What follows belongs to an exercise in optimizing a design on an open flow for small area, a short achievable clock period and few clock cycles; a production flow would make more cautious choices. Only simulation tests tie the RTL to the original design; equivalence was not proved.

// muldiv_sequencer
module muldiv_sequencer #(
  parameter int XLEN = 32
) (
  input  logic            clk,
  input  logic            rst,
  input  logic            start,
  input  logic [2:0]      funct3,
  input  logic [XLEN-1:0] rs1_val,
  input  logic [XLEN-1:0] rs2_val,
  input  logic            flush,
  output logic            stall,
  output logic            busy,
  output logic            done,
  output logic [XLEN-1:0] result
);
For scale: ~4000 cells after synthesis, ~180 flip-flops, ~110 I/O pins.
clock: 11.0 ns
lec_check: 0
cap_margin: 20
core_margin: 2
core_utilization: 45
setup_slack_margin: 5
slew_margin: 20
tns_end_percent: 50
run.sh (not shown) runs the stock make flow with config.mk's settings and CLKGATE_MAP_FILE= SYNTH_SCRIPT=/design/flow/synth_recipe.tcl, a recipe that flattens the netlist after the stock synthesis.
Testbench counts at the start, summed over its fixed seeds: cycles 12,894.
Then changed:
CORE_UTILIZATION = 50   (was 45)
SETUP_SLACK_MARGIN = 4.0   (was 5)
Result:
- The changed run completed with no timing, DRC or antenna violations
- sequential share of layout area increases by 1.4 points
- setup slack loses 0.19 ns
- hold slack improved by 0.032 ns
- cell area falls by about 13%
- synthesized cell count is unchanged
Then changed:
CORE_UTILIZATION = 45   (was 50)
SETUP_SLACK_MARGIN = 3.8   (was 4.0)
Outcome: The new run finished clean. Maximum frequency falls by a few percent. Non-clock buffer count falls by 26. Wire length went up slightly. Clock-buffer cell count increases by 2. Via count went down slightly. Utilization is lower by 6.6 points. Cell area goes down slightly.
Then changed:
SETUP_SLACK_MARGIN = 2.8   (was 3.8)
Effect:
- The changed run went through all stages and came out clean
- hold slack degrades by 0.016 ns
- register-to-register slack got worse by 0.78 ns
- via count went down by 2.7%
- worst setup slack gets worse by 0.90 ns
- fmax went down by 11%
- synthesized area is unchanged
- design area decreases by 4.6%
Then changed:
SETUP_SLACK_MARGIN = 3.8   (was 2.8)
TNS_END_PERCENT = 20   (was 50)
Effect:
- area after synthesis stays the same
- final cell count rises by 2.4%
- synthesized cell count does not change
- maximum frequency rises by 12%
- global-route usage rises by 1.7 points
- setup slack gains 0.84 ns
- die area stays the same
- routed wire length rises by 6.1%
- sequential cell count is unchanged
- core utilization rises by 2.3 points
Then changed:
SETUP_SLACK_MARGIN = 4.3   (was 3.8)
TNS_END_PERCENT = 50   (was 20)
Clock skew falls by 0.0042 ns.
Hold slack is worse by 0.019 ns.
Die area does not change.
Maximum frequency is higher by 5.4%.
Final cell count came out higher by 3.9%.
Synthesized cell count is unchanged.
Cell area grows by 8.7%.
Sequential share of layout area is lower by 0.89 points.
Global-route usage is higher by 0.40 points.
Core utilization rose by 4.5 points.
Non-clock buffer count came out higher by 191.

* * *

== exp/willow ==
Starting RTL as in the previous note.
==> flow/config.mk <==
export PLATFORM = sky130hd
export DESIGN_NAME = muldiv_sequencer
export DESIGN_NICKNAME = muldiv_sequencer
export VERILOG_FILES = /design/flow/design.v
export SDC_FILE = /design/flow/constraint.sdc
export NUM_CORES = 4
export LEC_CHECK = 0
export CAP_MARGIN = 20
export CORE_MARGIN = 2
export CORE_UTILIZATION = 55
export SETUP_SLACK_MARGIN = 3.8
export SLEW_MARGIN = 20
export TNS_END_PERCENT = 50
==> flow/constraint.sdc <==
create_clock -name core_clock -period 11.0 [get_ports {clk}]
set_input_delay 2.2000 -clock core_clock [delete_from_list [all_inputs] [get_ports {clk}]]
set_output_delay 2.2000 -clock core_clock [all_outputs]
set_load 0.01 [all_outputs]
Testbench counts of exp/willow, summed over its fixed seeds: cycles 12,894.
Modified inputs, exp/delta compared to exp/willow
Settings: swapping 3.8 for 3.3 in SETUP_SLACK_MARGIN; swapping 55 for 45 in CORE_UTILIZATION.
Taking exp/willow as the reference, in exp/delta setup slack on the worst flop-to-flop path shrank by 390 ps; number of gates on the worst path with buffers counted shrank by 1; global-route wire length before repair went down about 3.4%. exp/delta | status: complete | timing, DRC, antenna: pass. As of exp/delta, cell area had fallen slightly compared to exp/willow. exp/delta ends up with a routed wire length per instance that is about 8% lower than in exp/willow. Re final clock period utilization by the worst path: exp/delta is 3.7 points up on exp/willow.

re-timing with driven ports:
The results above use ideal ports. As a check the final layouts listed here were re-extracted and re-timed, cells and wires unchanged.
Step 1 sets driving cells, clkbuf_16 on the clock port and buf_2 on the other inputs (assumed; they add their load-dependent delay and slew).
Step 2 also shifts input and output timing later by t, the mid clock arrival at the registers, as if the neighbouring blocks saw the same clock.
Three values: ideal, step 1, step 2; two values: the first two.
run | t (ns) | setup WS [ns] | worst hold slack (ns) | latest minus earliest clock arrival (ns)
the first run of note 1 | 0.560 | 4.192 / 4.197 / 3.636 | 0.495 / 0.495 / 0.495 | 0.022 / 0.021
the second run of note 1 | 0.570 | 4.004 / 3.996 / 3.474 | 0.526 / 0.526 / 0.526 | 0.018 / 0.018
the third run of note 1 | 0.564 | 3.829 / 3.880 / 3.316 | 0.510 / 0.510 / 0.510 | 0.018 / 0.018
the fourth run of note 1 | 0.555 | 2.924 / 2.960 / 2.404 | 0.494 / 0.494 / 0.494 | 0.018 / 0.017
the fifth run of note 1 | 0.567 | 3.766 / 3.805 / 3.239 | 0.510 / 0.510 / 0.510 | 0.018 / 0.019
the sixth run of note 1 | 0.565 | 4.136 / 4.156 / 3.591 | 0.490 / 0.490 / 0.490 | 0.014 / 0.014
exp/willow | 0.569 | 3.729 / 3.752 / 3.183 | 0.497 / 0.497 / 0.497 | 0.026 / 0.026
exp/delta | 0.560 | 3.324 / 3.364 / 2.804 | 0.496 / 0.496 / 0.496 | 0.020 / 0.020
After both steps setup and hold are still met in every run listed. For the first run of note 1, which loses most, drivers alone change the setup slack by +0.005 ns; drivers and shift together by -0.556 ns.
